This design comes from an exercise in tuning for small area and a short achievable clock period on the open sky130 flow, not from production work. RTL that was checked went through simulation tests only; none was proved equivalent to the original. No functional check of the RTL was part of runs 5 and 6. Power figures rest on the tool's default switching activity, not on a simulated workload.

===== design/flow/config.mk =====
export PLATFORM = sky130hd
export DESIGN_NAME = pu_net
export DESIGN_NICKNAME = pu_net
export VERILOG_FILES = /design/flow/design.v
export SDC_FILE = /design/flow/constraint.sdc
export NUM_CORES = 4
export LEC_CHECK = 0
export CAP_MARGIN = 20
export CORE_MARGIN = 2
export CORE_UTILIZATION = 40
export SLEW_MARGIN = 20

===== design/flow/constraint.sdc =====
create_clock -name core_clock -period 10.0 [get_ports {clk}]
set_input_delay 2.0000 -clock core_clock [delete_from_list [all_inputs] [get_ports {clk}]]
set_output_delay 2.0000 -clock core_clock [all_outputs]
set_load 0.01 [all_outputs]

===== design/flow/design.v =====
`default_nettype none
package pu_bus_pkg;
    localparam int attr_width       = 4;  
    localparam int attr_invalid_bit = 0;  
    typedef logic [attr_width-1:0] attr_t;
endpackage
`default_nettype wire
`default_nettype none
package pu_ctrl_pkg;
    typedef enum logic [2:0] {
        src_none  = 3'd0,  
        src_ext   = 3'd1,  
        src_mult  = 3'd2,
        src_accum = 3'd3,
        src_fram  = 3'd4
    } src_e;
    typedef enum logic [2:0] {
        dst_none  = 3'd0,  
        dst_mult  = 3'd1,
        dst_accum = 3'd2,
        dst_fram  = 3'd3,
        dst_ext   = 3'd4   
    } dst_e;
    typedef struct packed {
        src_e       src;
        dst_e       dst;
        logic       sel;   
        logic [1:0] addr;  
        logic       last;  
    } instr_t;
    localparam logic [2:0] SRC_NONE  = 3'd0;
    localparam logic [2:0] SRC_EXT   = 3'd1;
    localparam logic [2:0] SRC_MULT  = 3'd2;
    localparam logic [2:0] SRC_ACCUM = 3'd3;
    localparam logic [2:0] SRC_FRAM  = 3'd4;
    localparam logic [2:0] DST_NONE  = 3'd0;
    localparam logic [2:0] DST_MULT  = 3'd1;
    localparam logic [2:0] DST_ACCUM = 3'd2;
    localparam logic [2:0] DST_FRAM  = 3'd3;
    localparam logic [2:0] DST_EXT   = 3'd4;
    localparam int instr_width = 10;  
endpackage
`default_nettype wire
`timescale 1ns/1ps
`default_nettype none
import pu_bus_pkg::*;
module pu_multiplier
#(
    parameter int DATA_WIDTH = 32
) (
    input  wire logic                  clk,
    input  wire logic                  rst,
    input  wire logic                  signal_wr,
    input  wire logic                  signal_sel,
    input  wire logic [DATA_WIDTH-1:0] bus_q_data,    
    input  wire logic [attr_width-1:0] bus_q_attr,
    input  wire logic                  signal_oe,
    output logic      [DATA_WIDTH-1:0] data_out,
    output logic [attr_width-1:0]      attr_out
);
    localparam int HALF = DATA_WIDTH / 2;
    localparam int NPP  = HALF / 2;
    logic            sel_q;        
    logic            capture;      
    logic            arg1_pend;    
    logic [NPP-1:0]  b_one, b_two, b_neg;
    logic            arg1_bad;
    logic            arg0_bad;
    logic            has_result;
    logic [DATA_WIDTH-1:0] res_s, res_c;
    logic            result_inv;
    logic [DATA_WIDTH-1:0] pp_s, pp_c;
    function automatic logic fits_half(input logic [DATA_WIDTH-1:0] value);
        logic [HALF:0] top;
        top = value[DATA_WIDTH-1:HALF-1];
        fits_half = (&top) || !(|top);
    endfunction
    always_ff @(posedge clk) begin
        if (rst) begin
            sel_q     <= 1'b0;
            capture   <= 1'b0;
            arg1_pend <= 1'b0;
        end else begin
            if (signal_wr) sel_q <= signal_sel;
            capture   <= signal_wr && !signal_sel && sel_q;  
            arg1_pend <= signal_wr && signal_sel;
        end
    end
    always_ff @(posedge clk) begin
        if (arg1_pend) begin
            for (int i = 0; i < NPP; i++) begin
                logic b2, b1, b0;
                b2 = bus_q_data[2*i+1];
                b1 = bus_q_data[2*i];
                b0 = (i == 0) ? 1'b0 : bus_q_data[2*i-1];
                b_one[i] <= b1 ^ b0;
                b_two[i] <= (b2 & !b1 & !b0) | (!b2 & b1 & b0);
                b_neg[i] <= b2;
            end
            arg1_bad <= bus_q_attr[attr_invalid_bit] || !fits_half(bus_q_data);
        end
    end
    assign arg0_bad = bus_q_attr[attr_invalid_bit] || !fits_half(bus_q_data);
    always_comb begin
        logic [DATA_WIDTH-1:0] row [NPP+1];
        logic [HALF-1:0]       a;
        logic [HALF:0]         m, x;
        logic [DATA_WIDTH-1:0] s1, c1, s2, c2, s3, c3, s4, c4, s5, c5, s6, c6;
        a = bus_q_data[HALF-1:0];
        row[NPP] = 32'haaab_0000;
        for (int i = 0; i < NPP; i++) begin
            m = ({(HALF+1){b_one[i]}} & {a[HALF-1], a}) | ({(HALF+1){b_two[i]}} & {a, 1'b0});
            x = m ^ {(HALF+1){b_neg[i]}};
            row[i] = DATA_WIDTH'({!x[HALF], x[HALF-1:0]}) << (2*i);
            row[NPP][2*i] = b_neg[i];
        end
        s1 = row[0] ^ row[1] ^ row[2];
        c1 = ((row[0] & row[1]) | (row[0] & row[2]) | (row[1] & row[2])) << 1;
        s2 = row[3] ^ row[4] ^ row[5];
        c2 = ((row[3] & row[4]) | (row[3] & row[5]) | (row[4] & row[5])) << 1;
        s3 = row[6] ^ row[7] ^ row[8];
        c3 = ((row[6] & row[7]) | (row[6] & row[8]) | (row[7] & row[8])) << 1;
        s4 = s1 ^ c1 ^ s2;
        c4 = ((s1 & c1) | (s1 & s2) | (c1 & s2)) << 1;
        s5 = c2 ^ s3 ^ c3;
        c5 = ((c2 & s3) | (c2 & c3) | (s3 & c3)) << 1;
        s6 = s4 ^ c4 ^ s5;
        c6 = ((s4 & c4) | (s4 & s5) | (c4 & s5)) << 1;
        pp_s = s6 ^ c6 ^ c5;
        pp_c = ((s6 & c6) | (s6 & c5) | (c6 & c5)) << 1;
    end
    always_ff @(posedge clk) begin
        if (rst) begin
            has_result <= 1'b0;
        end else if (capture) begin
            has_result <= 1'b1;
        end
    end
    always_ff @(posedge clk) begin
        if (capture) begin
            res_s      <= pp_s;
            res_c      <= pp_c;
            result_inv <= arg0_bad || arg1_bad;
        end
    end
    logic rd;
    assign rd       = signal_oe && has_result;
    assign data_out = rd ? res_s + res_c : '0;
    assign attr_out = rd ? {{(attr_width-1){1'b0}}, result_inv} : '0;
endmodule
`default_nettype wire
`timescale 1ns/1ps
`default_nettype none
import pu_bus_pkg::*;
module pu_accum
#(
    parameter int DATA_WIDTH = 32
) (
    input  wire logic                  clk,
    input  wire logic                  rst,
    input  wire logic                  signal_wr,
    input  wire logic                  signal_sel,
    input  wire logic [DATA_WIDTH-1:0] bus_q_data,    
    input  wire logic [attr_width-1:0] bus_q_attr,
    input  wire logic                  signal_oe,
    output logic      [DATA_WIDTH-1:0] data_out,
    output logic [attr_width-1:0]      attr_out
);
    logic [DATA_WIDTH-1:0] acc;
    logic                  acc_inv;
    logic                  pend_load, pend_add;
    logic [DATA_WIDTH-1:0] sum, acc_now;
    logic                  overflow, inv_now;
    assign sum = acc + bus_q_data;
    assign overflow = (acc[DATA_WIDTH-1] == bus_q_data[DATA_WIDTH-1])
                      && (sum[DATA_WIDTH-1] != acc[DATA_WIDTH-1]);
    always_comb begin
        if (pend_add) begin
            acc_now = sum;
            inv_now = acc_inv || overflow || bus_q_attr[attr_invalid_bit];
        end else if (pend_load) begin
            acc_now = bus_q_data;
            inv_now = bus_q_attr[attr_invalid_bit];
        end else begin
            acc_now = acc;
            inv_now = acc_inv;
        end
    end
    always_ff @(posedge clk) begin
        if (rst) begin
            acc       <= '0;
            acc_inv   <= 1'b0;
            pend_load <= 1'b0;
            pend_add  <= 1'b0;
        end else begin
            acc       <= acc_now;
            acc_inv   <= inv_now;
            pend_load <= signal_wr && !signal_sel;
            pend_add  <= signal_wr && signal_sel;
        end
    end
    assign data_out = signal_oe ? acc_now : '0;
    assign attr_out = signal_oe ? {{(attr_width-1){1'b0}}, inv_now} : '0;
endmodule
`default_nettype wire
`timescale 1ns/1ps
`default_nettype none
import pu_bus_pkg::*;
module pu_fram
#(
    parameter int DATA_WIDTH = 32
) (
    input  wire logic                  clk,
    input  wire logic                  rst,
    input  wire logic                  signal_wr,
    input  wire logic [1:0]            signal_addr,
    input  wire logic [DATA_WIDTH-1:0] data_in,
    input  wire logic [attr_width-1:0] attr_in,
    input  wire logic                  signal_oe,
    output logic      [DATA_WIDTH-1:0] data_out,
    output logic [attr_width-1:0]      attr_out
);
    logic [DATA_WIDTH-1:0] words [4];
    logic [attr_width-1:0] attrs [4];
    logic [3:0]            full;
    logic                  rd;
    for (genvar i = 0; i < 4; i++) begin : g_word
        always_ff @(posedge clk) begin
            if (signal_wr && (signal_addr == 2'(i))) begin
                words[i] <= data_in;
                attrs[i] <= attr_in;  
            end
        end
    end
    always_ff @(posedge clk) begin
        if (rst) begin
            full <= '0;
        end else if (signal_wr) begin
            full[signal_addr] <= 1'b1;
        end
    end
    assign rd       = signal_oe && full[signal_addr];
    assign data_out = rd ? words[signal_addr] : '0;
    assign attr_out = rd ? attrs[signal_addr] : '0;
endmodule
`default_nettype wire
`timescale 1ns/1ps
`default_nettype none
import pu_ctrl_pkg::*;
module pu_sequencer
#(
    parameter int PROG_DEPTH = 16
) (
    input  wire logic                          clk,
    input  wire logic                          rst,
    input  wire logic                          prog_we,
    input  wire logic [$clog2(PROG_DEPTH)-1:0] prog_addr,
    input  wire logic [instr_width-1:0]        prog_data,
    input  wire logic                          start,
    output logic                               s_ext,    
    output logic                               s_mult,
    output logic                               s_accum,
    output logic                               s_fram,
    output logic                               d_mult,
    output logic                               d_accum,
    output logic                               d_fram,
    output logic                               d_out,
    output logic                               sel,
    output logic [1:0]                         addr,
    output logic                               busy,
    output logic                               done
);
    localparam int PC_WIDTH = $clog2(PROG_DEPTH);
    logic [7:0]             prog_mem [PROG_DEPTH];
    logic [PC_WIDTH-1:0]    fa;       
    logic                   last;
    logic                   we_ok;
    logic                   fwd;
    logic                   go;
    logic [11:0]            dec_mem, dec_new, dec;
    assign we_ok = prog_we && !busy;
    always_ff @(posedge clk) begin
        if (we_ok) begin
            prog_mem[prog_addr] <= pack(prog_data);
        end
    end
    function automatic logic [7:0] pack(input logic [instr_width-1:0] w);
        logic [2:0] src, dst;
        logic       src_f, dst_f;
        logic [1:0] s2, d2, u, v;
        src   = w[9:7];
        dst   = w[6:4];
        src_f = (src == SRC_FRAM);
        dst_f = (dst == DST_FRAM);
        s2    = src[2] ? 2'd0 : src[1:0];
        d2    = {(dst == DST_ACCUM) || (dst == DST_EXT), (dst == DST_MULT) || (dst == DST_EXT)};
        u     = src_f ? d2 : s2;
        v     = (src_f || dst_f) ? w[2:1] : d2;
        pack  = {w[0], w[3], src_f, dst_f, u, v};
    endfunction
    function automatic logic [11:0] unpack(input logic [7:0] c);
        logic       src_f, dst_f;
        logic [1:0] u, v, d2;
        src_f  = c[5];
        dst_f  = c[4];
        u      = c[3:2];
        v      = c[1:0];
        d2     = src_f ? u : v;
        unpack = {!src_f && (u == 2'd1), !src_f && (u == 2'd2), !src_f && (u == 2'd3), src_f,
                  !dst_f && (d2 == 2'd1), !dst_f && (d2 == 2'd2), dst_f, !dst_f && (d2 == 2'd3),
                  c[6], v, c[7]};
    endfunction
    function automatic logic [11:0] decode(input logic [instr_width-1:0] w);
        logic [2:0] src, dst;
        src = w[9:7];
        dst = w[6:4];
        decode = {src == SRC_EXT, src == SRC_MULT, src == SRC_ACCUM, src == SRC_FRAM,
                  dst == DST_MULT, dst == DST_ACCUM, dst == DST_FRAM, dst == DST_EXT,
                  w[3], w[2:1], w[0]};
    endfunction
    assign fwd     = we_ok && (prog_addr == '0);
    assign dec_mem = unpack(prog_mem[fa]);
    assign dec_new = decode(prog_data);
    assign go      = busy ? !last : start;
    assign dec     = go ? (fwd ? dec_new : dec_mem) : '0;
    always_ff @(posedge clk) begin
        if (rst) begin
            busy <= 1'b0;
            done <= 1'b0;
            fa   <= '0;
            {s_ext, s_mult, s_accum, s_fram, d_mult, d_accum, d_fram, d_out,
             sel, addr, last} <= '0;
        end else begin
            busy <= go;
            done <= last;
            fa   <= go ? fa + 1'b1 : '0;
            {s_ext, s_mult, s_accum, s_fram, d_mult, d_accum, d_fram, d_out,
             sel, addr, last} <= dec;
        end
    end
endmodule
`default_nettype wire
`timescale 1ns/1ps
`default_nettype none
import pu_bus_pkg::*;
import pu_ctrl_pkg::*;
module pu_net
#(
    parameter int DATA_WIDTH = 32,
    parameter int PROG_DEPTH = 16
) (
    input  wire logic                          clk,
    input  wire logic                          rst,
    input  wire logic                          prog_we,
    input  wire logic [$clog2(PROG_DEPTH)-1:0] prog_addr,
    input  wire logic [instr_width-1:0]        prog_data,
    input  wire logic                          start,
    input  wire logic [DATA_WIDTH-1:0]         in_data,
    input  wire logic [attr_width-1:0]         in_attr,
    output logic                               in_take,
    output logic                               out_valid,
    output logic      [DATA_WIDTH-1:0]         out_data,
    output logic [attr_width-1:0]              out_attr,
    output logic                               busy,
    output logic                               done
);
    logic                  s_ext, s_mult, s_accum, s_fram;
    logic                  d_mult, d_accum, d_fram, d_out;
    logic                  sel;
    logic [1:0]            addr;
    logic [DATA_WIDTH-1:0] mult_data, accum_data, fram_data, bus_data;
    logic [attr_width-1:0] mult_attr, accum_attr, fram_attr, bus_attr;
    logic [DATA_WIDTH-1:0] bus_q_data;
    logic [attr_width-1:0] bus_q_attr;
    pu_sequencer #(
        .PROG_DEPTH(PROG_DEPTH)
    ) i_pu_sequencer (
        .clk, .rst, .prog_we, .prog_addr, .prog_data, .start,
        .s_ext, .s_mult, .s_accum, .s_fram, .d_mult, .d_accum, .d_fram, .d_out,
        .sel, .addr, .busy, .done
    );
    assign in_take = s_ext;
    assign bus_data = (s_ext ? in_data : '0) | mult_data | accum_data | fram_data;
    assign bus_attr = (s_ext ? in_attr : '0) | mult_attr | accum_attr | fram_attr;
    always_ff @(posedge clk) begin
        bus_q_data <= bus_data;
        bus_q_attr <= bus_attr;
    end
    assign out_data = bus_q_data;
    assign out_attr = bus_q_attr;
    always_ff @(posedge clk) begin
        if (rst) begin
            out_valid <= 1'b0;
        end else begin
            out_valid <= d_out;
        end
    end
    pu_multiplier #(.DATA_WIDTH(DATA_WIDTH)) i_pu_multiplier (
        .clk, .rst, .signal_wr(d_mult), .signal_sel(sel),
        .bus_q_data, .bus_q_attr, .signal_oe(s_mult),
        .data_out(mult_data), .attr_out(mult_attr)
    );
    pu_accum #(.DATA_WIDTH(DATA_WIDTH)) i_pu_accum (
        .clk, .rst, .signal_wr(d_accum), .signal_sel(sel),
        .bus_q_data, .bus_q_attr, .signal_oe(s_accum),
        .data_out(accum_data), .attr_out(accum_attr)
    );
    pu_fram #(.DATA_WIDTH(DATA_WIDTH)) i_pu_fram (
        .clk, .rst, .signal_wr(d_fram), .signal_addr(addr),
        .data_in(bus_data), .attr_in(bus_attr), .signal_oe(s_fram),
        .data_out(fram_data), .attr_out(fram_attr)
    );
endmodule
`default_nettype wire

===== design/flow/flow/run.sh =====
#!/bin/bash
# Standard layout run through standard.sh with extra ORFS settings; make output goes to standard_flow.log.
set -euo pipefail
bash standard.sh finish "SETUP_SLACK_MARGIN=6.8" "BUFFER_PORTS_ARGS=-buffer_cell sky130_fd_sc_hd__buf_2" "TNS_END_PERCENT=0" "CTS_CLUSTER_DIAMETER=150" "CTS_CLUSTER_SIZE=26" "PLACE_DENSITY=0.75" > standard_flow.log 2>&1

===== design/flow/standard.sh =====
#!/bin/bash
# synth_recipe.tcl (not shown) runs the flow's synth.tcl, then flattens the netlist and writes it again
# the make line also repeats each setting of config.mk as NAME=value (left out here)
make -C /OpenROAD-flow-scripts/flow DESIGN_CONFIG=/design/flow/config.mk WORK_HOME=/design/flow/orfs CLKGATE_MAP_FILE= SYNTH_SCRIPT=/design/flow/synth_recipe.tcl "${@:-finish}"

==> results of run 1 <==
-- layout by cell type (no fill, tap or decap), types with 7 or more instances in the layout --
cell | Yosys | final
edfxtp_1 | 358 | 358
ha_1 | 116 | 116
xor2_1 | 117 | 115
a22oi_1 | 123 | 113
nand2_1 | 102 | 102
inv_1 | 100 | 99
nor2_1 | 95 | 94
buf_2 | 8 | 93
buf_4 | 1 | 90
dfxtp_1 | 98 | 84
fa_1 | 85 | 83
a21oi_1 | 80 | 78
xnor2_1 | 79 | 77
mux4_2 | 74 | 74
o21ai_0 | 57 | 56
a21o_1 | 38 | 38
mux2i_1 | 33 | 33
a222oi_1 | 25 | 25
nor2b_1 | 24 | 23
clkbuf_16 | 0 | 22
nor3_1 | 23 | 21
nand4_1 | 16 | 16
buf_12 | 0 | 16
clkbuf_1 | 100 | 15
a211oi_1 | 14 | 14
nand3_1 | 14 | 14
and3_1 | 14 | 13
nand2b_1 | 12 | 12
a31oi_1 | 13 | 12
o211ai_1 | 12 | 12
mux2_2 | 12 | 12
o221ai_1 | 13 | 10
a22oi_2 | 0 | 10
buf_6 | 2 | 10
and2_1 | 9 | 9
dfxtp_2 | 0 | 7
dfxtp_4 | 0 | 7
-- layer usage --
metal | global-route usage, % | wire length (um) | up-vias
li1 | - | - | 7697
met1 | 26.0 | 26900 | 8657
met2 | 31.4 | 31500 | 766
met3 | 3.01 | 5140 | 147
met4 | 7.95 | 2370 | 2
met5 | 0 | 12 | -
-- timing repair --
| item | CTS | global route |
|---|---|---|
| hold buffers | 0 | 0 |
| setup buffers | 55 | 37 |
| pin swaps | 0 | 27 |
| endpoints found under the hold margin | 0 | 0 |
| cloned | 0 | 1 |
| endpoints found under the setup margin | 232 | 184 |
| resized for setup | 21 | 45 |
-- registers in the layout (all words and copies together), names as in the netlist, 2 cells and up --
name,count
bus_q_attr,4
bus_q_data,32
i_pu_accum.acc,32
i_pu_fram.attrs,16
i_pu_fram.full,4
i_pu_fram.words,128
i_pu_multiplier.b_neg,8
i_pu_multiplier.b_one,8
i_pu_multiplier.b_two,8
i_pu_multiplier.res_c,28
i_pu_multiplier.res_s,32
i_pu_sequencer.addr,2
i_pu_sequencer.fa,4
i_pu_sequencer.prog_mem,128
-- final cells by class --
| cell class | count | area, um2 | area share, % |
|---|---|---|---|
| Sequential cell | 456 | 12700 | 44.7 |
| Inverter | 102 | 392 | 1.37 |
| Timing Repair Buffer | 215 | 1670 | 5.87 |
| Clock inverter | 2 | 25.0 | 0.0878 |
| Multi-Input combinational cell | 1305 | 12000 | 42.2 |
| Clock buffer | 36 | 582 | 2.04 |
| Tap cell | 846 | 1060 | 3.71 |
-- worst max-delay path, stage by stage, from the launching register on --
cell and delay (ps):
edfxtp_1 380, ha_1 360, a311oi_1 330, nor4_1 150, nor3_2 230, o21ai_2 150, a2111o_4 590, a41oi_2 260
xor2_1 420, o211ai_1 240
-- path summary, 6_finish.rpt --
path	start	end	slack, ps	cells after the start
worst max register to register	i_pu_multiplier.res_c[4]	i_pu_fram.words[1][27]	6600	9
worst min register to register	i_pu_multiplier.sel_q	i_pu_multiplier.capture	450	2
worst min-delay path	i_pu_multiplier.sel_q	i_pu_multiplier.capture	450	2
worst max-delay path	i_pu_multiplier.res_c[4]	i_pu_fram.words[1][27]	6600	9
-- power groups by stage --
| stage | clock [mW] | sequential [mW] | combinational [mW] |
|---|---|---|---|
| global placement | 0 | 2.14 | 0.372 |
| finish | 0.996 | 2.10 | 0.394 |
| CTS | 1.02 | 2.10 | 0.391 |
| detailed placement | 0 | 2.15 | 0.385 |
| floorplan | 0 | 2.13 | 0.265 |
| global route | 1.08 | 2.10 | 0.440 |
-- through the flow --
stage               std cells  cell area, um2
floorplan                2000           25500
global placement         2830           26700
detailed placement       2830           26700
CTS                      2923           27900
global route             2962           28500
finish                   2962           28500
-- cell families (layout without fill, tap and decap cells) --
| kind of cell | count (synthesis) | after routing | synth area share, % |
|---|---|---|---|
| buffers and inverters | 239 | 355 | 3.63 |
| AND/OR/NAND/NOR | 345 | 345 | 6.53 |
| flip-flops | 456 | 456 | 49.9 |
| multiplexers | 119 | 119 | 8.37 |
| adder cells (fa/ha/maj) | 201 | 201 | 12.4 |
| AO/OA/AOI/OAI | 444 | 444 | 12.5 |
| XOR/XNOR | 196 | 196 | 6.74 |
==> summary.txt, run 1 <==
CTS tree -> yes
core footprint -> 63100 um2
Syn. warnings -> 8
initial DRC count -> 1613
NetSw -> 836 uW
Post-synth top flop -> edfxtp_1
register share of total power -> 60.2%
LEAKAGE -> 10.4 nW
most frequent cell after synthesis -> edfxtp_1
final hold vios -> 0
Die Area -> 65700 um2
initial core utilization -> 40.4%
final worst setup slack -> 6600 ps
H-tree depth -> 1
final hold slack -> 448 ps
outcome -> timing/DRC/antenna clean
Data required, critical path -> 10280 ps
final period utilization -> 34.0%
Gate Count Post-Synth -> 2000
initial antenna violation count -> 1
Die W -> 256 um
sequential share of the synthesized area -> 49.9%
GPL Wtd Cong -> 0.878
Synth Cell Area -> 25500 um2
FP Rows -> 92
Worst Setup Start Kind -> flop
PwrDens -> 122 nW/um2
vias in the first global route -> 17595
Port Buffer Count -> 93
total CTS buffers -> 21
internal power -> 2.65 mW
nets -> 2356
routed wire length -> 65900 um
DRC viols -> 0
syn avg cell area -> 12.7 um2
# clock sinks -> 456
grt ovf -> 0
drt first pass iters -> 9
top cell type's share of synthesized area -> 42.2%
min Tclk post-route -> 3400 ps
RSZ-0062 raised after global routing -> true
Sw Ratio -> 23.9%
Layout area overhead -> 11.8%
largest net degree at the start of global routing -> 61
# IOs -> 94
setup_tns -> 0 ps
Fillers -> 5704
distinct cell type count after synthesis -> 81
Antenna Diode Count -> 0
top cells by count, synth -> 358 x edfxtp_1, 123 x a22oi_1, 117 x xor2_1
global-route wire length before repair -> 101000 um
Vias -> 17269
Setup Crit Path Kind -> reg2reg
wire length per cell -> 22.2 um
Final ANT Viol Nets -> 0
Worst Path Max Fanout -> 6
maxcap violations -> 0
Slew @ Worst Pin -> 1090 ps
Power, Total -> 3.49 mW
peak supply drop -> 0.145 mV
Via density -> 5.83
Hold Path Class -> reg2reg
final core utilization -> 45.2%
Clk network pwr share -> 28.5%
clock slew at reported path FFs -> 100 ps
Area contributors post-synth -> edfxtp_1 42%, dfxtp_1 7.7%, fa_1 6.7%
Slew headroom -> 26.9%
share of cells above drive strength 1 -> 18.3%
Max Root-Sink Buffers -> 3
Die Ht -> 256 um
critical path endpoint category -> flop
syn_nets -> 2255
fraction of registers with async set/reset -> 0%
Slew Viols, Final -> 0
top cell type by total area after synthesis -> edfxtp_1
crit path DAT -> 3680 ps
Detailed Place HPWL -> 44300 um
gr usage total -> 19.4%
worst skew pair latency -> 580 ps
EDFF count, synth -> 358
synthesized flop and latch total -> 456
Layout Skew -> 29.0 ps
dpl ws -> 5680 ps
root buf cell -> clkbuf_16
Achievable Freq -> 294 MHz
endpoints failing setup -> 0
Logic pwr share -> 11.3%
==> inputs of run 2 (changes only) <==
==> design/flow/flow/run.sh (replaced) <==
#!/bin/bash
# Standard layout run through standard.sh with extra ORFS settings; make output goes to standard_flow.log.
set -euo pipefail
bash standard.sh finish "SETUP_SLACK_MARGIN=6.9" "BUFFER_PORTS_ARGS=-buffer_cell sky130_fd_sc_hd__buf_2" "TNS_END_PERCENT=0" "CTS_CLUSTER_DIAMETER=100" "CTS_CLUSTER_SIZE=24" "PLACE_DENSITY=0.75" > standard_flow.log 2>&1
==> summary.txt, run 2 <==
PwrDens -> 124 nW/um2
Worst Path Max Fanout -> 22
Synth Cell Area -> 25500 um2
Largest regs -> i_pu_fram.words (128), i_pu_sequencer.prog_mem (128)
endpoints failing setup -> 0
Max Root-Sink Buffers -> 3
critical path's top delay family -> buffers and inverters
FP Rows -> 92
min Tclk post-route -> 3360 ps
critical-path cell list -> buf_6 > buf_2
maxcap violations -> 0
Vias -> 17332
Slew Viols, Final -> 0
top cells by count, synth -> 358 x edfxtp_1, 123 x a22oi_1, 117 x xor2_1
Detailed Place HPWL -> 44300 um
internal power -> 2.69 mW
register share of total power -> 59.1%
largest net degree at the start of global routing -> 61
Power, Total -> 3.55 mW
Antenna Diode Count -> 0
peak supply drop -> 0.139 mV
outcome -> timing/DRC/antenna clean
Logic pwr share -> 11.3%
LEAKAGE -> 10.4 nW
NetSw -> 854 uW
fraction of registers with async set/reset -> 0%
Clk network pwr share -> 29.6%
critical path buffer and inverter count -> 2
placed insts -> 2830
Via density -> 5.84
total CTS buffers -> 23
global-route wire length before repair -> 101000 um
cts hold-fix bufs -> 0
Die W -> 256 um
Data required, critical path -> 8000 ps
most frequent cells in the layout -> 358 x edfxtp_1, 116 x ha_1, 114 x xor2_1
# clock sinks -> 456
critical path endpoint category -> output port
most frequent cell after synthesis -> edfxtp_1
vias in the first global route -> 17650
GR Layer Usage met3 -> 2.99%
Port Buffer Count -> 93
drt first pass iters -> 8
Die Area -> 65700 um2
Worst Setup Start Kind -> flop
final hold vios -> 0
EDFF count, synth -> 358
crit path DAT -> 1360 ps
sequential share of the synthesized area -> 49.9%
share of cells above drive strength 1 -> 18.9%
CTS tree -> yes
grt ovf -> 0
crit-path max cell delay -> 340 ps
Syn. warnings -> 8
Setup Crit Path Kind -> reg2out
Crit-path slowest cell -> dfxtp_1
Layout Skew -> 25.3 ps
wire length per cell -> 22.5 um
setup_tns -> 0 ps
met1 Usage GRT -> 25.9%
synthesized flop and latch total -> 456
setup slack, reg-to-reg -> 6690 ps
Final Non-Filler Cells -> 2968
Slew headroom -> 25.8%
Hold Path Class -> reg2reg
GPL Wtd Cong -> 0.878
worst skew pair latency -> 590 ps
top cell type by total area after synthesis -> edfxtp_1
final hold slack -> 456 ps
clock slew at reported path FFs -> 90 ps
syn_nets -> 2255
initial core utilization -> 40.4%
root buf cell -> clkbuf_16
distinct cell type count after synthesis -> 81
# IOs -> 94
RSZ-0062 raised after global routing -> true
Slew @ Worst Pin -> 1110 ps
Achievable Freq -> 298 MHz
busiest layer in global routing -> met2
Die Ht -> 256 um
Final ANT Viol Nets -> 0
most common cell after layout, fill and taps aside -> edfxtp_1
DRC viols -> 0
Gate Count Post-Synth -> 2000
initial antenna violation count -> 1
H-tree depth -> 1
Post-synth top flop -> edfxtp_1
syn avg cell area -> 12.7 um2
final period utilization -> 33.6%
nets -> 2361
gr usage total -> 19.4%
core footprint -> 63100 um2
routed wire length -> 66700 um
top cell type's share of synthesized area -> 42.2%
final core utilization -> 45.5%
Sw Ratio -> 24.1%
Area contributors post-synth -> edfxtp_1 42%, dfxtp_1 7.7%, fa_1 6.7%
Layout area overhead -> 12.5%
initial DRC count -> 1620
met2 Use GR -> 31.8%
-- run 2: timing repair --
| item | 4_1_cts | 5_1_grt |
|---|---|---|
| hold endpoints to repair | 0 | 0 |
| buffers inserted | 60 | 35 |
| gates resized for setup | 24 | 62 |
| pin swaps | 0 | 29 |
| cloned | 0 | 1 |
| endpoints found under the setup margin | 264 | 264 |
-- run 2: final cells by class --
class	instances	area [um2]
inverter	102	392
multi-input combinational	1305	12100
clock inverter	4	51.3
tap	846	1060
fill	5687	34400
clock buffer	37	628
sequential	456	12800
timing repair buffer	218	1720
-- run 2: power by group through the flow --
stage,registers [mW],logic [mW],clock network (mW)
2_1_floorplan,2.13,0.265,0
3_3_place_gp,2.14,0.372,0
3_5_place_dp,2.15,0.385,0
4_1_cts,2.10,0.391,1.08
5_1_grt,2.10,0.444,1.14
6_report,2.10,0.400,1.05
-- run 2: routing by layer --
metal / wire (um) / part of all wire, %
met1: 27200 / 41
met2: 31900 / 48
met3: 5000 / 7.5
met4: 2540 / 3.8
met5: 12 / 0.018
-- run 2: logic make-up (layout without fill, tap and decap cells) --
kind of cell             after synthesis  count (layout)  synth area share (%)
flip-flops                           456             456                  49.9
XOR/XNOR                             196             196                  6.74
buffers and inverters                239             361                  3.63
AO/OA/AOI/OAI                        444             444                  12.5
adder cells (fa/ha/maj)              201             201                  12.4
multiplexers                         119             119                  8.37
AND/OR/NAND/NOR                      345             345                  6.53
-- run 2: worst register-to-register path, cell delays in order, from the launching register on --
cell and delay, ps:
edfxtp_1 540, buf_6 190, a22oi_2 180, xor2_1 200
fa_1 480, fa_1 510, inv_1 60, fa_1 510
fa_1 410
-- run 2: through the flow --
step / worst slack (ps) / cell area (um2)
after global routing: 6560 / 28700
after CTS: 6550 / 28000
final: 6640 / 28700
after global placement: 5790 / 26700
after detailed placement: 5680 / 26700
after floorplan: 5950 / 25500
-- run 2: final timing paths --
| check | start | cells after the start | endpoint |
|---|---|---|---|
| worst max-delay path | bus_q_data[14] | 2 | out_data[14] |
| worst min register to register | i_pu_multiplier.sel_q | 2 | i_pu_multiplier.capture |
| worst max register to register | i_pu_multiplier.b_one[2] | 8 | i_pu_multiplier.res_s[13] |
| worst min-delay path | i_pu_multiplier.sel_q | 2 | i_pu_multiplier.capture |
==> inputs of run 3 (changes only) <==
==> design/flow/flow/run.sh (replaced) <==
#!/bin/bash
# Standard layout run through standard.sh with extra ORFS settings; make output goes to standard_flow.log.
set -euo pipefail
bash standard.sh finish "SETUP_SLACK_MARGIN=6.8" "BUFFER_PORTS_ARGS=-buffer_cell sky130_fd_sc_hd__buf_4" "TNS_END_PERCENT=0" "CTS_CLUSTER_DIAMETER=100" "CTS_CLUSTER_SIZE=24" "PLACE_DENSITY=0.75" > standard_flow.log 2>&1
==> summary.txt, run 3 <==
critical path endpoint category -> output port
synthesized flop and latch total -> 456
Antenna Diode Count -> 0
final core utilization -> 45.6%
met2 Use GR -> 32.2%
final hold slack -> 451 ps
EDFF count, synth -> 358
Max Root-Sink Buffers -> 3
Gate Count Post-Synth -> 2000
PwrDens -> 124 nW/um2
area of the multi-input gates -> 12000 um2
GPL Wtd Cong -> 0.920
cts hold-fix bufs -> 0
met1 Usage GRT -> 26.7%
largest net degree at the start of global routing -> 62
initial core utilization -> 40.4%
grt ovf -> 0
sequential share of the synthesized area -> 49.9%
initial antenna violation count -> 0
core footprint -> 63100 um2
min Tclk post-route -> 3350 ps
Slew Viols, Final -> 0
routed wire length -> 66000 um
drt first pass iters -> 7
Syn. warnings -> 8
Worst Setup Start Kind -> flop
Port Buffer Count -> 93
DRC viols -> 0
H-tree depth -> 1
top cell type by total area after synthesis -> edfxtp_1
Die W -> 256 um
worst skew pair latency -> 580 ps
Layout area overhead -> 12.9%
final hold vios -> 0
distinct cell type count after synthesis -> 81
most frequent cell after synthesis -> edfxtp_1
Data required, critical path -> 8000 ps
GR Layer Usage met3 -> 2.84%
Final ANT Viol Nets -> 0
Fillers -> 5628
peak supply drop -> 0.133 mV
final period utilization -> 33.5%
# clock sinks -> 456
gr usage total -> 19.7%
Area contributors post-synth -> edfxtp_1 42%, dfxtp_1 7.7%, fa_1 6.7%
total area of sequential cells -> 12700 um2
Layout Skew -> 18.4 ps
outcome -> timing/DRC/antenna clean
busiest layer in global routing -> met2
total CTS buffers -> 23
Synth Cell Area -> 25500 um2
Achievable Freq -> 298 MHz
# IOs -> 94
Worst Path Max Fanout -> 25
LEAKAGE -> 10.4 nW
endpoints failing setup -> 0
share of cells above drive strength 1 -> 17.8%
Via density -> 5.85
nets -> 2344
final worst setup slack -> 6650 ps
syn avg cell area -> 12.7 um2
most frequent cells in the layout -> 358 x edfxtp_1, 164 x buf_4, 117 x a22oi_1
Post-synth top flop -> edfxtp_1
initial DRC count -> 1631
Slew headroom -> 25.3%
fraction of registers with async set/reset -> 0%
CTS tree -> yes
global-route wire length before repair -> 102000 um
top cells by count, synth -> 358 x edfxtp_1, 123 x a22oi_1, 117 x xor2_1
Slew @ Worst Pin -> 1120 ps
FP Rows -> 92
Detailed Place HPWL -> 44200 um
clock slew at reported path FFs -> 90 ps
syn_nets -> 2255
RSZ-0062 raised after global routing -> true
top cell type's share of synthesized area -> 42.2%
Largest regs -> i_pu_fram.words (128), i_pu_sequencer.prog_mem (128)
most common cell after layout, fill and taps aside -> edfxtp_1
dpl ws -> 5680 ps
crit path DAT -> 1350 ps
placed insts -> 2828
wire length per cell -> 22.4 um
Vias -> 17264
Die Ht -> 256 um
root buf cell -> clkbuf_16
Die Area -> 65700 um2
Final Non-Filler Cells -> 2952
vias in the first global route -> 17421
maxcap violations -> 0
Setup Crit Path Kind -> reg2out
setup_tns -> 0 ps
Hold Path Class -> reg2reg
-- run 3: cell types whose count changed in the layout (fill, tap and decap cells not counted), sizes merged --
cell,previous run,this run
buf,217,200
bufbuf,0,1
-- run 3: path summary, 6_finish.rpt --
path | start | endpoint | slack [ps] | cells past startpoint
worst min-delay path | i_pu_multiplier.sel_q | i_pu_multiplier.capture | 450 | 2
worst min register to register | i_pu_multiplier.sel_q | i_pu_multiplier.capture | 450 | 2
worst max register to register | i_pu_multiplier.b_two[1] | i_pu_multiplier.res_s[13] | 6660 | 7
worst max-delay path | bus_q_data[13] | out_data[13] | 6650 | 2
-- run 3: cells by family (layout without fill, tap and decap cells) --
kind of cell / count (synthesis) / count (layout) / share of synthesized area (%)
AND/OR/NAND/NOR: 345 / 345 / 6.53
multiplexers: 119 / 119 / 8.37
AO/OA/AOI/OAI: 444 / 444 / 12.5
adder cells (fa/ha/maj): 201 / 201 / 12.4
XOR/XNOR: 196 / 196 / 6.74
flip-flops: 456 / 456 / 49.9
buffers and inverters: 239 / 345 / 3.63
-- run 3: power by group --
| group | leakage (nW) | switching, mW | internal [mW] |
|---|---|---|---|
| Clock | 0.332 | 0.608 | 0.454 |
| Sequential | 4.13 | 0.0171 | 2.08 |
| Combinational | 5.97 | 0.230 | 0.179 |
| Total | 10.4 | 0.855 | 2.71 |
-- run 3: cell type report --
| type | count | share of cell area (%) |
|---|---|---|
| tap | 846 | 3.68 |
| sequential | 456 | 44.3 |
| inverter | 102 | 1.36 |
| multi-input combinational | 1305 | 41.8 |
| timing repair buffer | 201 | 6.49 |
| clock buffer | 38 | 2.23 |
| clock inverter | 4 | 0.170 |
-- run 3: per-layer routing --
layer / wire length (um) / vias to the layer above
li1: - / 7679
met4: 2690 / 0
met3: 4650 / 125
met1: 27400 / 8709
met5: 0 / -
met2: 31300 / 751
-- run 3: stage by stage --
| step | area, um2 | total power, mW |
|---|---|---|
| finish | 28800 | 3.57 |
| global route | 28800 | 3.71 |
| CTS | 28500 | 3.59 |
| detailed placement | 26900 | 2.54 |
| global placement | 26900 | 2.52 |
| floorplan | 25500 | 2.40 |
-- run 3: timing repair --
item | in CTS | in global routing
gates resized for setup | 46 | 25
cloned | 1 | 0
setup buffers | 62 | 19
pin swaps | 1 | 13
endpoints found under the setup margin | 233 | 210
-- run 3: critical path, cell delays in order, from the launching register on --
cell,delay (ps)
dfxtp_1,370
buf_8,220
buf_4,170
==> inputs of run 4 (changes only) <==
==> design/flow/flow/run.sh (replaced) <==
#!/bin/bash
# Standard layout run through standard.sh with extra ORFS settings; make output goes to standard_flow.log.
set -euo pipefail
bash standard.sh finish "SETUP_SLACK_MARGIN=6.8" "BUFFER_PORTS_ARGS=-buffer_cell sky130_fd_sc_hd__buf_2" "TNS_END_PERCENT=0" "CTS_CLUSTER_DIAMETER=100" "CTS_CLUSTER_SIZE=30" > standard_flow.log 2>&1
==> summary.txt, run 4 <==
cts hold-fix bufs -> 0
EDFF count, synth -> 358
FP Rows -> 92
Slew headroom -> 23.8%
top cell type's share of synthesized area -> 42.2%
RSZ-0062 raised after global routing -> true
Slew Viols, Final -> 0
final period utilization -> 33.6%
dpl ws -> 5700 ps
total area of sequential cells -> 12800 um2
Data required, critical path -> 8000 ps
Layout area overhead -> 12.9%
CTS tree -> yes
Post-synth top flop -> edfxtp_1
crit-path max cell delay -> 540 ps
hold path cells -> 2
DRC viols -> 0
R2R cell count -> 10
# IOs -> 94
nets -> 2339
synthesized flop and latch total -> 456
drt first pass iters -> 8
maxcap violations -> 0
top cell type by total area after synthesis -> edfxtp_1
critical path's top delay family -> flip-flops
LEAKAGE -> 10.4 nW
initial core utilization -> 40.4%
H-tree depth -> 1
syn avg cell area -> 12.7 um2
Syn. warnings -> 8
fraction of registers with async set/reset -> 0%
area of the multi-input gates -> 12100 um2
global-route wire length before repair -> 106000 um
Die Area -> 65700 um2
endpoints failing setup -> 0
Largest regs -> i_pu_fram.words (128), i_pu_sequencer.prog_mem (128)
gr usage total -> 20.8%
Antenna Diode Count -> 0
critical path buffer and inverter count -> 1
# clock sinks -> 456
core footprint -> 63100 um2
crit path DAT -> 1360 ps
worst skew pair latency -> 600 ps
Crit-path slowest cell -> dfxtp_4
sequential share of the synthesized area -> 49.9%
total CTS buffers -> 23
setup_tns -> 0 ps
Setup Crit Path Kind -> reg2out
Gate Count Post-Synth -> 2000
final core utilization -> 45.6%
Worst Path Max Fanout -> 14
final hold vios -> 0
Detailed Place HPWL -> 44800 um
routed wire length -> 70100 um
largest net degree at the start of global routing -> 61
clock slew at reported path FFs -> 120 ps
Die W -> 256 um
most frequent cells in the layout -> 358 x edfxtp_1, 114 x xor2_1, 114 x ha_1
syn_nets -> 2255
initial DRC count -> 1814
share of cells above drive strength 1 -> 19.2%
wire length per cell -> 23.8 um
grt ovf -> 0
placed insts -> 2827
min-delay src -> i_pu_multiplier.sel_q
r2r endpoint -> i_pu_fram.words[0][31]
min Tclk post-route -> 3360 ps
Area contributors post-synth -> edfxtp_1 42%, dfxtp_1 7.7%, fa_1 6.7%
peak supply drop -> 0.130 mV
most frequent cell after synthesis -> edfxtp_1
top cells by count, synth -> 358 x edfxtp_1, 123 x a22oi_1, 117 x xor2_1
Die Ht -> 256 um
GPL Wtd Cong -> 0.935
Final ANT Viol Nets -> 0
root buf cell -> clkbuf_16
Fillers -> 5737
Port Buffer Count -> 93
Reg-to-Reg Start -> i_pu_multiplier.res_c[12]
most common cell after layout, fill and taps aside -> edfxtp_1
Final Non-Filler Cells -> 2947
vias in the first global route -> 17588
final hold slack -> 465 ps
critical path endpoint category -> output port
initial antenna violation count -> 1
hold endpoint -> i_pu_multiplier.capture
Worst Setup Start Kind -> flop
setup slack, reg-to-reg -> 6640 ps
distinct cell type count after synthesis -> 81
Max Root-Sink Buffers -> 3
Hold Path Class -> reg2reg
Via density -> 5.87
Slew @ Worst Pin -> 1140 ps
Synth Cell Area -> 25500 um2
Vias -> 17289
final worst setup slack -> 6640 ps
outcome -> timing/DRC/antenna clean
critical-path cell list -> buf_2
PwrDens -> 127 nW/um2
Layout Skew -> 49.5 ps
Achievable Freq -> 298 MHz
==> run 4: cell counts after synthesis <==
No cell type changed its count.
==> run 4: cell families after synthesis <==
| family | Yosys count | synth area share (%) |
|---|---|---|
| mux | 119 | 8.37 |
| compound gates | 444 | 12.5 |
| buf+inv | 239 | 3.63 |
| xor+xnor | 196 | 6.74 |
| simple gates | 345 | 6.53 |
| flops | 456 | 49.9 |
| fa+ha+maj | 201 | 12.4 |
==> run 4: final cells by class <==
cell class | instances | area share (%)
Timing Repair Buffer | 196 | 5.68
Clock buffer | 31 | 2.18
Clock inverter | 11 | 0.574
Inverter | 102 | 1.36
Tap cell | 846 | 3.68
Sequential cell | 456 | 44.4
Multi-Input combinational cell | 1305 | 42.2
==> run 4: report_power, final <==
part,total [mW],internal [mW],switching (mW)
clock network,1.16,0.487,0.671
registers,2.10,2.08,0.0235
logic,0.394,0.170,0.224
==> run 4: worst min-delay path, cell delays in order, from the launching register on <==
cell and delay (ps):
dfxtp_1 330, nand2_1 50, nor3_1 40
==> run 4: worst max-delay path by stage <==
stage                                   start                            end  slack (ps)  cells after the start
detailed placement               prog_addr[3]           i_pu_sequencer.d_out        5700                      7
CTS                             bus_q_data[1]                    out_data[1]        6630                      2
finish                          bus_q_data[5]                    out_data[5]        6640                      1
global placement                 prog_addr[3]           i_pu_sequencer.d_out        5770                      7
global route        i_pu_multiplier.res_c[12]         i_pu_fram.words[0][31]        6570                     10
floorplan                        prog_data[8]  i_pu_sequencer.prog_mem[0][1]        5950                      5
==> run 4: metal layers <==
layer	vias to the layer above	global-route usage, %	part of all wire [%]
met4	0	6.15	3.1
met2	719	34.3	47
met1	8768	28.3	42
li1	7686	-	-
met5	-	0	0
met3	116	3.50	8.2
==> run 4: timing repair <==
item | in CTS | in global routing
gates resized for setup | 54 | 39
cloned | 1 | 1
pin swaps | 3 | 38
endpoints found under the hold margin | 0 | 0
buffers inserted | 67 | 9
setup endpoints to repair | 233 | 214
==> run 4: per-stage QoR <==
step	total power, mW	area, um2
final	3.65	28800
after global routing	3.80	28800
after CTS	3.69	28500
after detailed placement	2.53	26700
after global placement	2.51	26700
after floorplan	2.40	25500
==> inputs of run 5 (changes only) <==
--- a/design/flow/design.v
+++ b/design/flow/design.v
@@ -52,6 +52,7 @@
     input  wire logic                  rst,
     input  wire logic                  signal_wr,
     input  wire logic                  signal_sel,
+    input  wire logic [DATA_WIDTH-1:0] bus_data,      
     input  wire logic [DATA_WIDTH-1:0] bus_q_data,    
     input  wire logic [attr_width-1:0] bus_q_attr,
     input  wire logic                  signal_oe,
@@ -63,6 +64,7 @@
     logic            sel_q;        
     logic            capture;      
     logic            arg1_pend;    
+    logic [HALF-1:0] arg0;
     logic [NPP-1:0]  b_one, b_two, b_neg;
     logic            arg1_bad;
     logic            arg0_bad;
@@ -87,6 +89,11 @@
         end
     end
     always_ff @(posedge clk) begin
+        if (signal_wr) begin
+            arg0 <= bus_data[HALF-1:0];
+        end
+    end
+    always_ff @(posedge clk) begin
         if (arg1_pend) begin
             for (int i = 0; i < NPP; i++) begin
                 logic b2, b1, b0;
@@ -106,7 +113,7 @@
         logic [HALF-1:0]       a;
         logic [HALF:0]         m, x;
         logic [DATA_WIDTH-1:0] s1, c1, s2, c2, s3, c3, s4, c4, s5, c5, s6, c6;
-        a = bus_q_data[HALF-1:0];
+        a = arg0;
         row[NPP] = 32'haaab_0000;
         for (int i = 0; i < NPP; i++) begin
             m = ({(HALF+1){b_one[i]}} & {a[HALF-1], a}) | ({(HALF+1){b_two[i]}} & {a, 1'b0});
@@ -397,7 +404,7 @@
     end
     pu_multiplier #(.DATA_WIDTH(DATA_WIDTH)) i_pu_multiplier (
         .clk, .rst, .signal_wr(d_mult), .signal_sel(sel),
-        .bus_q_data, .bus_q_attr, .signal_oe(s_mult),
+        .bus_data, .bus_q_data, .bus_q_attr, .signal_oe(s_mult),
         .data_out(mult_data), .attr_out(mult_attr)
     );
     pu_accum #(.DATA_WIDTH(DATA_WIDTH)) i_pu_accum (
==> summary.txt, run 5 <==
outcome -> timing/DRC/antenna clean
Setup Crit Path Kind -> reg2reg
total area of sequential cells -> 13200 um2
core footprint -> 64300 um2
global-route wire length before repair -> 109000 um
Worst Path Max Fanout -> 5
final period utilization -> 33.5%
Hold Path Class -> reg2reg
CTS tree -> yes
Die Area -> 66900 um2
Post-synth top flop -> edfxtp_1
NetSw -> 872 uW
setup_tns -> 0 ps
Slew @ Worst Pin -> 1110 ps
critical-path cell list -> ha_1 > ha_1 > a21oi_1 > o21ai_1 > o221ai_2 > nor4_1 > or2_1 > o41ai_2 > xor2_2 > o221ai_2
placed insts -> 2859
Power, Total -> 3.60 mW
min Tclk post-route -> 3350 ps
internal power -> 2.72 mW
initial DRC count -> 1788
RSZ-0062 raised after global routing -> true
synthesized flop and latch total -> 472
dpl ws -> 5740 ps
hold path cells -> 1
worst skew pair latency -> 580 ps
routed wire length -> 72100 um
Die W -> 259 um
critical path's top delay family -> compound AO/OA/AOI/OAI gates
largest net degree at the start of global routing -> 61
cts hold-fix bufs -> 0
final hold vios -> 0
Via density -> 5.77
Max Root-Sink Buffers -> 3
CP Depth -> 10
top cell type by total area after synthesis -> edfxtp_1
nets -> 2404
Syn. warnings -> 8
Synth Cell Area -> 26000 um2
sequential share of the synthesized area -> 50.8%
Achievable Freq -> 298 MHz
most frequent cell after synthesis -> edfxtp_1
total CTS buffers -> 21
Detailed Place HPWL -> 47400 um
Die Ht -> 259 um
wire length per cell -> 23.9 um
Largest regs -> i_pu_fram.words (128), i_pu_sequencer.prog_mem (128)
Layout area overhead -> 13.2%
Data required, critical path -> 10270 ps
clock slew at reported path FFs -> 110 ps
fraction of registers with async set/reset -> 0%
PwrDens -> 122 nW/um2
gr usage total -> 21.3%
syn_nets -> 2288
Vias -> 17422
Final ANT Viol Nets -> 0
Port Buffer Count -> 93
critical path endpoint category -> flop
Layout Skew -> 30.1 ps
distinct cell type count after synthesis -> 78
top cell type's share of synthesized area -> 43.3%
# IOs -> 94
LEAKAGE -> 10.9 nW
Logic pwr share -> 9.8%
DRC viols -> 0
Sw Ratio -> 24.2%
area of the multi-input gates -> 12000 um2
Final Non-Filler Cells -> 3020
initial antenna violation count -> 0
FP Rows -> 93
grt ovf -> 0
top cells by count, synth -> 374 x edfxtp_1, 121 x a22oi_1, 118 x clkbuf_1
# clock sinks -> 472
register share of total power -> 60.6%
most common cell after layout, fill and taps aside -> edfxtp_1
maxcap violations -> 0
R2R cell count -> 10
most frequent cells in the layout -> 374 x edfxtp_1, 116 x ha_1, 112 x nand2_1
share of cells above drive strength 1 -> 20.8%
Gate Count Post-Synth -> 2033
critical path buffer and inverter count -> 0
Area contributors post-synth -> edfxtp_1 43%, dfxtp_1 7.6%, mux4_2 6.7%
Final Cell Area -> 29400 um2
root buf cell -> clkbuf_16
crit-path max cell delay -> 430 ps
syn avg cell area -> 12.8 um2
Crit-path slowest cell -> o41ai_2
crit path DAT -> 3620 ps
Worst Setup Start Kind -> flop
Slew headroom -> 25.4%
endpoints failing setup -> 0
drt first pass iters -> 8
final worst setup slack -> 6650 ps
EDFF count, synth -> 374
Fillers -> 5808
vias in the first global route -> 17862
placed cell area -> 27100 um2
GPL Wtd Cong -> 0.885
peak supply drop -> 0.179 mV
Clk network pwr share -> 29.5%
Slew Viols, Final -> 0
H-tree depth -> 1
initial core utilization -> 40.3%
==> run 5: cell types whose count changed in the layout (fill, tap and decap cells not counted), sizes merged, moves of 7 or more <==
cell    change
nor3        -7
edfxtp     +16
a21oi      +11
mux2i      -13
a211oi     +11
o21ai      +18
a31oi       -7
nor2b      -11
a21o       -16
xnor2      +12
nand2      +11
buf        +42
xor2        -9
nand3       +8
==> run 5: through the flow <==
stage,util [%],hold slack (ps)
3_5_place_dp,42.1,446
5_1_grt,45.7,477
4_1_cts,45.4,463
2_1_floorplan,-,414
3_3_place_gp,42.1,446
6_report,45.7,466
==> run 5: cell type report <==
| type | count | area share [%] |
|---|---|---|
| diodes | 1 | 0.00851 |
| clock buffers | 31 | 1.92 |
| clock inverters | 7 | 0.315 |
| inverters | 109 | 1.42 |
| multi-input cells | 1307 | 41.0 |
| flip-flops and latches | 472 | 45.0 |
| well taps | 855 | 3.64 |
| repair buffers | 238 | 6.72 |
==> run 5: cells by family after synthesis <==
logic type      count (synthesis)  synth area share [%]
simple gates                  345                  6.28
fa+ha+maj                     201                  12.1
xor+xnor                      199                  6.71
flops                         472                  50.8
mux                           110                  8.02
compound gates                452                  12.1
buf+inv                       254                  3.96
==> run 5: worst register-to-register path: stages, from the launching register on <==
cell,delay (ps)
edfxtp_1,380
ha_1,260
ha_1,230
a21oi_1,210
o21ai_1,230
o221ai_2,370
nor4_1,100
or2_1,320
o41ai_2,430
xor2_2,340
o221ai_2,190
==> run 5: what timing repair did <==
item,4_1_cts,5_1_grt
gates resized for setup,59,21
pin swaps,17,19
endpoints found under the setup margin,193,183
hold endpoints to repair,0,0
setup buffers,118,1
cloned,1,1
==> run 5: final timing paths <==
check | end | start | slack, ps
setup / recovery | i_pu_fram.words[0][28] | i_pu_multiplier.res_c[2] | 6650
hold / removal | i_pu_multiplier.capture | i_pu_multiplier.sel_q | 470
setup reg to reg | i_pu_fram.words[0][28] | i_pu_multiplier.res_c[2] | 6650
hold reg to reg | i_pu_multiplier.capture | i_pu_multiplier.sel_q | 470
==> run 5: power by group through the flow <==
stage / clock [mW] / combinational [mW] / sequential (mW)
2_1_floorplan: 0 / 0.237 / 2.21
3_3_place_gp: 0 / 0.317 / 2.23
3_5_place_dp: 0 / 0.328 / 2.24
4_1_cts: 1.09 / 0.357 / 2.18
5_1_grt: 1.15 / 0.396 / 2.19
6_report: 1.06 / 0.354 / 2.18
==> run 5: routing by layer <==
metal,vias up,global-route usage [%],wire [um]
met5,-,0,0
met4,0,5.70,2210
met3,114,2.33,4390
met2,631,36.3,35000
met1,8871,29.0,30500
li1,7806,-,-
==> inputs of run 6 (changes only) <==
==> design/flow/flow/run.sh (replaced) <==
#!/bin/bash
# Standard layout run through standard.sh with extra ORFS settings; make output goes to standard_flow.log.
set -euo pipefail
bash standard.sh finish "SETUP_SLACK_MARGIN=6.8" "BUFFER_PORTS_ARGS=-buffer_cell sky130_fd_sc_hd__buf_2" "TNS_END_PERCENT=0" "CTS_CLUSTER_DIAMETER=100" "CTS_CLUSTER_SIZE=24" "PLACE_DENSITY=0.75" > standard_flow.log 2>&1
==> summary.txt, run 6 <==
outcome -> timing/DRC/antenna clean
crit path DAT -> 3740 ps
Crit-path slowest cell -> a32oi_2
RSZ-0062 raised after global routing -> true
most common cell after layout, fill and taps aside -> edfxtp_1
root buf cell -> clkbuf_16
Area contributors post-synth -> edfxtp_1 43%, dfxtp_1 7.6%, mux4_2 6.7%
CTS tree -> yes
maxcap violations -> 0
final hold slack -> 458 ps
Gate Count Post-Synth -> 2033
cts hold-fix bufs -> 0
FP Rows -> 93
endpoints failing setup -> 0
GPL Wtd Cong -> 1.03
R2R cell count -> 9
compound-gate portion of the synthesized area -> 12.1%
setup_tns -> 0 ps
initial DRC count -> 2474
Final Non-Filler Cells -> 3018
final hold vios -> 0
# clock sinks -> 472
LEAKAGE -> 10.8 nW
Slew @ Worst Pin -> 1140 ps
final period utilization -> 34.4%
Syn. warnings -> 8
DRC viols -> 0
EDFF count, synth -> 374
critical-path cell list -> ha_1 > nand3_1 > nor4b_4 > o21ai_1 > a32oi_2 > a31oi_1 > o31ai_1 > xnor2_1 > o221ai_2
Worst Path Max Fanout -> 6
syn avg cell area -> 12.8 um2
vias in the first global route -> 18595
Worst Setup Start Kind -> flop
hold path cells -> 1
min Tclk post-route -> 3440 ps
Layout area overhead -> 12.9%
crit-path max cell delay -> 440 ps
Setup Crit Path Kind -> reg2reg
final core utilization -> 45.5%
top cells by count, synth -> 374 x edfxtp_1, 121 x a22oi_1, 118 x clkbuf_1
drt first pass iters -> 8
post-synthesis mux area share -> 8.02%
placed cell area -> 27000 um2
grt ovf -> 0
area of the multi-input gates -> 12000 um2
Final Cell Area -> 29300 um2
Port Buffer Count -> 93
Detailed Place HPWL -> 46600 um
peak supply drop -> 0.125 mV
Vias -> 18083
worst skew pair latency -> 600 ps
Final ANT Viol Nets -> 0
placed insts -> 2851
Data required, critical path -> 10300 ps
post-synthesis adder-cell area fraction -> 12.1%
clock slew at reported path FFs -> 90 ps
core footprint -> 64300 um2
Slew Viols, Final -> 0
fraction of registers with async set/reset -> 0%
syn_nets -> 2288
Antenna Diode Count -> 0
share of cells above drive strength 1 -> 19.7%
top cell type by total area after synthesis -> edfxtp_1
sequential share of the synthesized area -> 50.8%
wire length per cell -> 23.7 um
total area of sequential cells -> 13200 um2
Post-synth top flop -> edfxtp_1
initial antenna violation count -> 3
Slew headroom -> 23.8%
largest net degree at the start of global routing -> 73
PwrDens -> 127 nW/um2
most frequent cells in the layout -> 374 x edfxtp_1, 114 x ha_1, 113 x nand2_1, 113 x a22oi_1, 107 x inv_1
Die Area -> 66900 um2
Synth Cell Area -> 26000 um2
initial core utilization -> 40.3%
Largest regs -> i_pu_fram.words (128), i_pu_sequencer.prog_mem (128)
global-route wire length before repair -> 109000 um
largest family of logic cells by synthesized area -> adder cells
total CTS buffers -> 26
Layout Skew -> 20.0 ps
Via density -> 5.99
critical path endpoint category -> flop
post-synthesis xor/xnor area fraction -> 6.71%
nets -> 2398
simple-gate share of the synthesized area -> 6.28%
Max Root-Sink Buffers -> 3
Die W -> 259 um
synthesized flop and latch total -> 472
Achievable Freq -> 291 MHz
Die Ht -> 259 um
# IOs -> 94
most frequent cell after synthesis -> edfxtp_1
H-tree depth -> 1
gr usage total -> 21.2%
distinct cell type count after synthesis -> 78
Hold Path Class -> reg2reg
top cell type's share of synthesized area -> 43.3%
Fillers -> 5534
routed wire length -> 71600 um
==> run 6: per-stage QoR <==
step	setup WS [ps]	power [mW]
after global placement	5750	2.54
after detailed placement	5750	2.56
after CTS	6650	3.74
after floorplan	5840	2.44
final	6560	3.72
after global routing	6510	3.84
==> run 6: cell type report <==
cell class,count,share of cell area [%]
timing repair buffer,226,6.16
inverter,109,1.44
tap,855,3.65
clock inverter,9,0.342
clock buffer,39,2.46
multi-input combinational,1308,40.8
sequential,472,45.1
==> run 6: worst max-delay path: cells and delay by family (launching register included) <==
family,cells,cell delay (ps)
AOI/OAI and AO/OA,5,1470
and+or+nand+nor,2,570
xor gates and xnor gates,1,310
DFF,1,400
adders and majority gates,1,410
==> run 6: where the power goes <==
| part | internal (mW) | total [mW] | leakage [nW] | switching, mW |
|---|---|---|---|---|
| clock | 0.522 | 1.19 | 0.397 | 0.664 |
| combinational | 0.156 | 0.362 | 6.14 | 0.206 |
| sequential | 2.15 | 2.17 | 4.29 | 0.0227 |
==> run 6: what timing repair did <==
action | CTS | global route
hold endpoints to repair | 0 | 0
buffers inserted | 111 | 6
setup endpoints to repair | 188 | 210
resized for setup | 31 | 20
cloned | 2 | 0
pin swaps | 8 | 13
==> run 6: final timing paths <==
check | startpoint | end | slack, ps
hold reg to reg | i_pu_multiplier.sel_q | i_pu_multiplier.capture | 460
setup / recovery | i_pu_multiplier.res_c[8] | i_pu_fram.words[2][29] | 6560
hold / removal | i_pu_multiplier.sel_q | i_pu_multiplier.capture | 460
setup reg to reg | i_pu_multiplier.res_c[8] | i_pu_fram.words[2][29] | 6560
==> run 6: cell families (layout without fill, tap and decap cells) <==
kind of cell	after synthesis	count (layout)
AO/OA/AOI/OAI	452	452
XOR/XNOR	199	199
multiplexers	110	110
AND/OR/NAND/NOR	345	346
adder cells (fa/ha/maj)	201	201
buffers and inverters	254	383
flip-flops	472	472
==> run 6: layer usage <==
metal | routed length (um) | global-route usage [%] | vias to the layer above
li1 | - | - | 7821
met1 | 26700 | 26.8 | 8968
met4 | 3590 | 9.23 | 6
met5 | 37 | 0 | -
met3 | 7190 | 4.58 | 241
met2 | 34200 | 34.9 | 1047
==> inputs of run 7 (changes only) <==
--- a/design/flow/design.v
+++ b/design/flow/design.v
@@ -52,7 +52,6 @@
     input  wire logic                  rst,
     input  wire logic                  signal_wr,
     input  wire logic                  signal_sel,
-    input  wire logic [DATA_WIDTH-1:0] bus_data,      
     input  wire logic [DATA_WIDTH-1:0] bus_q_data,    
     input  wire logic [attr_width-1:0] bus_q_attr,
     input  wire logic                  signal_oe,
@@ -64,7 +63,6 @@
     logic            sel_q;        
     logic            capture;      
     logic            arg1_pend;    
-    logic [HALF-1:0] arg0;
     logic [NPP-1:0]  b_one, b_two, b_neg;
     logic            arg1_bad;
     logic            arg0_bad;
@@ -89,11 +87,6 @@
         end
     end
     always_ff @(posedge clk) begin
-        if (signal_wr) begin
-            arg0 <= bus_data[HALF-1:0];
-        end
-    end
-    always_ff @(posedge clk) begin
         if (arg1_pend) begin
             for (int i = 0; i < NPP; i++) begin
                 logic b2, b1, b0;
@@ -113,7 +106,7 @@
         logic [HALF-1:0]       a;
         logic [HALF:0]         m, x;
         logic [DATA_WIDTH-1:0] s1, c1, s2, c2, s3, c3, s4, c4, s5, c5, s6, c6;
-        a = arg0;
+        a = bus_q_data[HALF-1:0];
         row[NPP] = 32'haaab_0000;
         for (int i = 0; i < NPP; i++) begin
             m = ({(HALF+1){b_one[i]}} & {a[HALF-1], a}) | ({(HALF+1){b_two[i]}} & {a, 1'b0});
@@ -404,7 +397,7 @@
     end
     pu_multiplier #(.DATA_WIDTH(DATA_WIDTH)) i_pu_multiplier (
         .clk, .rst, .signal_wr(d_mult), .signal_sel(sel),
-        .bus_data, .bus_q_data, .bus_q_attr, .signal_oe(s_mult),
+        .bus_q_data, .bus_q_attr, .signal_oe(s_mult),
         .data_out(mult_data), .attr_out(mult_attr)
     );
     pu_accum #(.DATA_WIDTH(DATA_WIDTH)) i_pu_accum (
==> summary.txt, run 7 <==
outcome -> timing/DRC/antenna clean
top cell type by total area after synthesis -> edfxtp_1
endpoints failing setup -> 0
Syn. warnings -> 8
Antenna Diode Count -> 0
Final ANT Viol Nets -> 0
largest net degree at the start of global routing -> 61
met2 Use GR -> 31.8%
vias in the first global route -> 17650
Fillers -> 5687
Power, Total -> 3.55 mW
Layout area overhead -> 12.5%
syn avg cell area -> 12.7 um2
Slew @ Worst Pin -> 1110 ps
area of the multi-input gates -> 12100 um2
compound-gate portion of the synthesized area -> 12.5%
Hold Path Class -> reg2reg
total CTS buffers -> 23
final core utilization -> 45.5%
LEAKAGE -> 10.4 nW
Largest regs -> i_pu_fram.words (128), i_pu_sequencer.prog_mem (128)
Post-synth top flop -> edfxtp_1
core footprint -> 63100 um2
Worst Path Max Fanout -> 22
post-synthesis xor/xnor area fraction -> 6.74%
cts hold-fix bufs -> 0
setup_tns -> 0 ps
final period utilization -> 33.6%
synthesized flop and latch total -> 456
Worst Setup Start Kind -> flop
final hold vios -> 0
Achievable Freq -> 298 MHz
Port Buffer Count -> 93
initial antenna violation count -> 1
maxcap violations -> 0
global-route wire length before repair -> 101000 um
GR Layer Usage met3 -> 2.99%
Area contributors post-synth -> edfxtp_1 42%, dfxtp_1 7.7%, fa_1 6.7%
CTS tree -> yes
min Tclk post-route -> 3360 ps
hold path cells -> 2
Die Area -> 65700 um2
Via density -> 5.84
crit path DAT -> 1360 ps
peak supply drop -> 0.139 mV
fraction of registers with async set/reset -> 0%
grt ovf -> 0
final hold slack -> 456 ps
FP Rows -> 92
# clock sinks -> 456
total area of sequential cells -> 12800 um2
critical path endpoint category -> output port
placed insts -> 2830
most frequent cell after synthesis -> edfxtp_1
drt first pass iters -> 8
RSZ-0062 raised after global routing -> true
Setup Crit Path Kind -> reg2out
post-synthesis mux area share -> 8.37%
PwrDens -> 124 nW/um2
distinct cell type count after synthesis -> 81
GPL Wtd Cong -> 0.878
met1 Usage GRT -> 25.9%
Detailed Place HPWL -> 44300 um
most frequent cells in the layout -> 358 x edfxtp_1, 116 x ha_1, 114 x xor2_1
Die W -> 256 um
largest family of logic cells by synthesized area -> compound AO/OA/AOI/OAI gates
top cell type's share of synthesized area -> 42.2%
top cells by count, synth -> 358 x edfxtp_1, 123 x a22oi_1, 117 x xor2_1
Data required, critical path -> 8000 ps
share of cells above drive strength 1 -> 18.9%
root buf cell -> clkbuf_16
worst skew pair latency -> 590 ps
wire length per cell -> 22.5 um
H-tree depth -> 1
busiest layer in global routing -> met2
Final Non-Filler Cells -> 2968
Slew Viols, Final -> 0
initial DRC count -> 1620
Die Ht -> 256 um
routed wire length -> 66700 um
nets -> 2361
Slew headroom -> 25.8%
clock slew at reported path FFs -> 90 ps
post-synthesis adder-cell area fraction -> 12.4%
simple-gate share of the synthesized area -> 6.53%
DRC viols -> 0
R2R cell count -> 8
most common cell after layout, fill and taps aside -> edfxtp_1
initial core utilization -> 40.4%
syn_nets -> 2255
Vias -> 17332
Max Root-Sink Buffers -> 3
EDFF count, synth -> 358
Synth Cell Area -> 25500 um2
# IOs -> 94
sequential share of the synthesized area -> 49.9%
gr usage total -> 19.4%
Layout Skew -> 25.3 ps
Gate Count Post-Synth -> 2000
## run 7: what timing repair did
| item | 4_1_cts | 5_1_grt |
|---|---|---|
| gates cloned | 0 | 1 |
| pin swaps | 0 | 29 |
| setup buffers | 60 | 35 |
| setup endpoints to repair | 229 | 178 |
| resized for setup | 24 | 62 |
## run 7: logic make-up after synthesis
logic type      count (synthesis)
compound gates                444
mux                           119
fa+ha+maj                     201
flops                         456
xor+xnor                      196
buf+inv                       239
simple gates                  345
## run 7: worst paths after layout
| path | start | to | slack [ps] |
|---|---|---|---|
| min reg2reg | i_pu_multiplier.sel_q | i_pu_multiplier.capture | 460 |
| max | bus_q_data[14] | out_data[14] | 6640 |
| max reg2reg | i_pu_multiplier.b_one[2] | i_pu_multiplier.res_s[13] | 6690 |
| min | i_pu_multiplier.sel_q | i_pu_multiplier.capture | 460 |
## run 7: area by class of cell
class | count | share of cell area, %
clock buffers | 37 | 2.19
clock inverters | 4 | 0.179
inverters | 102 | 1.37
multi-input cells | 1305 | 42.1
flip-flops and latches | 456 | 44.5
well taps | 846 | 3.69
repair buffers | 218 | 6.01
## run 7: per-stage QoR
stage	cell area [um2]	setup slack, ps
5_1_grt	28700	6560
4_1_cts	28000	6550
2_1_floorplan	25500	5950
3_3_place_gp	26700	5790
3_5_place_dp	26700	5680
6_report	28700	6640
## run 7: per-layer routing
layer | up-vias | wire length, um
li1 | 7717 | -
met1 | 8713 | 27200
met2 | 747 | 31900
met3 | 153 | 5000
met4 | 2 | 2540
met5 | - | 12
## run 7: power by group
part	internal, mW	total [mW]	switching (mW)
Combinational	0.172	0.400	0.228
Clock	0.445	1.05	0.606
Sequential	2.08	2.10	0.0204
Total	2.69	3.55	0.854
## run 7: worst max-delay path, cell delays in order, from the launching register on
cell and delay, ps:
dfxtp_1 340, buf_6 230, buf_2 190

[what the ideal ports hide]
Ports are ideal in the flow. The routed layouts listed here were re-timed in OpenROAD.
Step 1 sets driving cells, clkbuf_16 on the clock port and buf_2 on the other inputs (assumed; they add their load-dependent delay and slew).
Step 2 moves the port delays by t, midway between the first and last clock arrival at a register: inputs arrive t later, outputs are due t later. That takes back most of the time a late clock gives input paths.
a / b / c = ideal ports / drivers / drivers and shift; a / b = the first two.
| run | t, ns | slack for setup (ns) | worst setup path at the end | slew at the worst register clock pin (ns) | cell pins on the clock port's net |
|---|---|---|---|---|---|
| run 1 | 0.625 | 6.601 / 6.548 / 6.225 | input to register | 0.12 / 0.12 | 1 |
| run 2 | 0.635 | 6.643 / 6.585 / 6.201 | input to register | 0.11 / 0.11 | 1 |
| run 3 | 0.635 | 6.646 / 6.585 / 6.250 | input to register | 0.10 / 0.10 | 1 |
| run 4 | 0.638 | 6.642 / 6.582 / 6.085 | input to register | 0.12 / 0.12 | 1 |
| run 5 | 0.625 | 6.645 / 6.645 / 6.156 | input to register | 0.12 / 0.12 | 1 |
| run 6 | 0.645 | 6.559 / 6.559 / 6.013 | input to register | 0.10 / 0.10 | 1 |
| run 7 | 0.635 | 6.643 / 6.585 / 6.201 | input to register | 0.11 / 0.11 | 1 |
After both steps setup and hold are still met in every run listed. For run 4, which loses most, drivers alone change the setup slack by -0.060 ns; drivers and shift together by -0.557 ns.
